Context: an optimization exercise on an open-source flow, tuned for small area and few clock cycles. The choices shown serve that exercise and are no tape-out recipe. The RTL was checked by simulation tests, not by an equivalence proof against the original design. Power is estimated from default activity; no workload was simulated. The clock port is modelled as an ideal driver; clocking choices that lean on that would not hold on a real chip.

v54:
## grouped_fifo_queue
module grouped_fifo_queue (
	input  logic                           clk,
	input  logic                           arst_n,
	input  logic                           in_valid,
	output logic                           in_ready,
	input  logic                           kind,
	input  logic [gfq_pkg::ID_BITS-1:0]    member_id,
	input  logic [gfq_pkg::GROUP_BITS-1:0] group,
	output logic                           out_valid,
	input  logic                           out_ready,
	output logic [gfq_pkg::STATUS_BITS-1:0] status,
	output logic [gfq_pkg::ID_BITS-1:0]    out_id
);
Settings: LEC_CHECK=0, CAP_MARGIN=20, CORE_MARGIN=2, CORE_UTILIZATION=55, PLACE_DENSITY=0.6, SLEW_MARGIN=20; clock period 8.0 ns.
standard.sh (not shown) runs the stock make flow with config.mk's settings and CLKGATE_MAP_FILE= SYNTH_SCRIPT=/design/flow/synth_recipe.tcl, a recipe that flattens the netlist after the stock synthesis.
==> flow/flow/run.sh <==
#!/bin/bash
# Standard layout, except that clock tree synthesis inserts no dummy loads
# (cells added only to balance the tree) and clusters more sinks per buffer.
set -euo pipefail
export CTS_ARGS="-sink_clustering_enable -repair_clock_nets -dont_use_dummy_load -buf_list sky130_fd_sc_hd__clkbuf_16 -sink_clustering_size 30 -sink_clustering_max_diameter 100"
bash standard.sh > standard.log 2>&1
Testbench counts of v54, summed over its fixed seeds: cycles 32,008.
Modified inputs, v41 compared to v54
==> flow/flow/run.sh <==
#!/bin/bash
# Standard layout, except that clock tree synthesis inserts no dummy loads
# (cells added only to balance the tree) and clusters more sinks per buffer.
set -euo pipefail
export CTS_ARGS="-sink_clustering_enable -repair_clock_nets -dont_use_dummy_load -buf_list sky130_fd_sc_hd__clkbuf_16 -sink_clustering_size 24 -sink_clustering_max_diameter 90"
bash standard.sh > standard.log 2>&1
v41: full flow OK, the timing, design-rule and antenna checks passed. Minimum clock period on v41 is down relative to v54. There was hardly any difference in average wire per standard cell between v54 and v41. Final worst hold slack (v41 over v54): increase, 0.011 ns. Comparing v54 against v41, there is no change at all in sum of negative setup slack.
For v38, these inputs were changed with respect to v41:
Settings: PLACE_DENSITY: 0.6 -> 0.7; CORE_UTILIZATION: 55 -> 65.
### Flow results
Count of filler cells inserted in the layout shrinks by more than 10% when moving from v41 to v38. Delta (v38 minus v41): length of routed met3 wiring up 3200 um; count of clock-buffer cells in the layout now smaller; layout overhead on the synthesized area has decreased; count of buffers not belonging to the clock network in the layout fell 5; relative slew slack lost 0.97 points. The highest layer used for signal routing comes out met4 in one run and met5 in the other, namely in v41 and v38 respectively. When the final numbers for v38 and v41 were put side by side, the depth of the most critical reg-to-reg path turned out to be greater in v41.
diff inputs: v38 => v50
Settings: changing CORE_UTILIZATION from 65 to 40; changing PLACE_DENSITY from 0.7 to 0.45.
Results
Sort v38 and v50 by maximum net fanout on the critical path asc -> top: v50. Of v38 and v50, the lower total length of routed wires belongs to v38. Diff v38 -> v50 | weighted congestion reported at the end of routability-driven placement | decrease of 2.4%. Compared with v38, v50 shows a lower final period demand of the worst path. Comparing v38 and v50, the lower area added between synthesis and finish is on v38. Comparing v38 with v50, the synthesized-area fraction occupied by adder cells came out essentially unchanged. For the met3 layer usage reported by global route, v50 came in 2.7 points lower than v38 did. v50 against v38: cell area power density increased by 1.3% relative to the old numbers, count of non-filler cells in the finished layout increased by 773 relative to the old numbers. Sort v38 and v50 by effective utilization at floorplan, descending, and v38 comes first.

grouped_fifo_queue, a different RTL version from the one above (not shown whole).
Size in the first run: roughly 1200 flip-flops, ~47 I/O pins, about 56000 um2 of cells after synthesis.
export LEC_CHECK = 0
export CAP_MARGIN = 20
export CORE_MARGIN = 2
export CORE_UTILIZATION = 40
export CTS_BUF_LIST = sky130_fd_sc_hd__clkbuf_4 sky130_fd_sc_hd__clkbuf_8
export SLEW_MARGIN = 20
create_clock -name core_clock -period 8.0 [get_ports {clk}]
run.sh (not shown) runs the stock make flow with config.mk's settings and CLKGATE_MAP_FILE= SYNTH_SCRIPT=/design/flow/synth_recipe.tcl, a recipe that flattens the netlist after the stock synthesis.
Stock flow here: none of the scripts above is used.
The first run finished clean.
Testbench counts at the start, summed over its fixed seeds: cycles 32,008.
Next try:
--- a/flow/config.mk
+++ b/flow/config.mk
@@ -10,3 +10,2 @@
 export CORE_UTILIZATION = 40
-export CTS_BUF_LIST = sky130_fd_sc_hd__clkbuf_4 sky130_fd_sc_hd__clkbuf_8
 export SLEW_MARGIN = 20
What happened: Clock power is higher by 5.6%. Cell count is lower by 1.5%. Clock skew is lower by 41 ps. Critical path depth stays the same. Cell area does not change. Hold slack improved by 7.4 ps. Worst setup slack got worse by 60 ps. Combinational power hardly moves. Power is higher by 1.5%.

[port drivers added, routing unchanged]
Ports are ideal in the flow. The routed layouts listed here were re-timed in OpenROAD.
Step 1, drivers: a clkbuf_16 drives clk and a buf_2 each remaining input, both assumed.
Step 2 adds t to the input delays and takes it off the output delays; t is the mean of the earliest and latest rising clock arrival at the registers after step 1. Input paths then give back, and output paths get back, about the clock's delay inside the block.
Three values: no drivers, after step 1, after step 2; two values: the first two.
run	t, ns	setup slack, ns	latest minus earliest clock arrival (ns)	pins driven straight from the clock port
v54	0.743	0.991 / 1.002 / 0.259	0.082 / 0.082	1
v41	0.758	1.056 / 1.069 / 0.311	0.084 / 0.084	1
v38	0.714	0.804 / 0.811 / 0.098	0.069 / 0.069	1
v50	0.779	0.999 / 1.054 / 0.275	0.095 / 0.096	1
the first run of note 2	0.986	0.828 / 0.882 / -0.105	0.069 / 0.069	1
the second run of note 2	0.838	0.768 / 0.825 / -0.013	0.031 / 0.030	1
Met with ideal ports but missed after step 2: setup timing in the first run of note 2 and the second run of note 2. For the first run of note 2, which loses most, drivers alone change the setup slack by +0.054 ns; drivers and shift together by -0.933 ns.
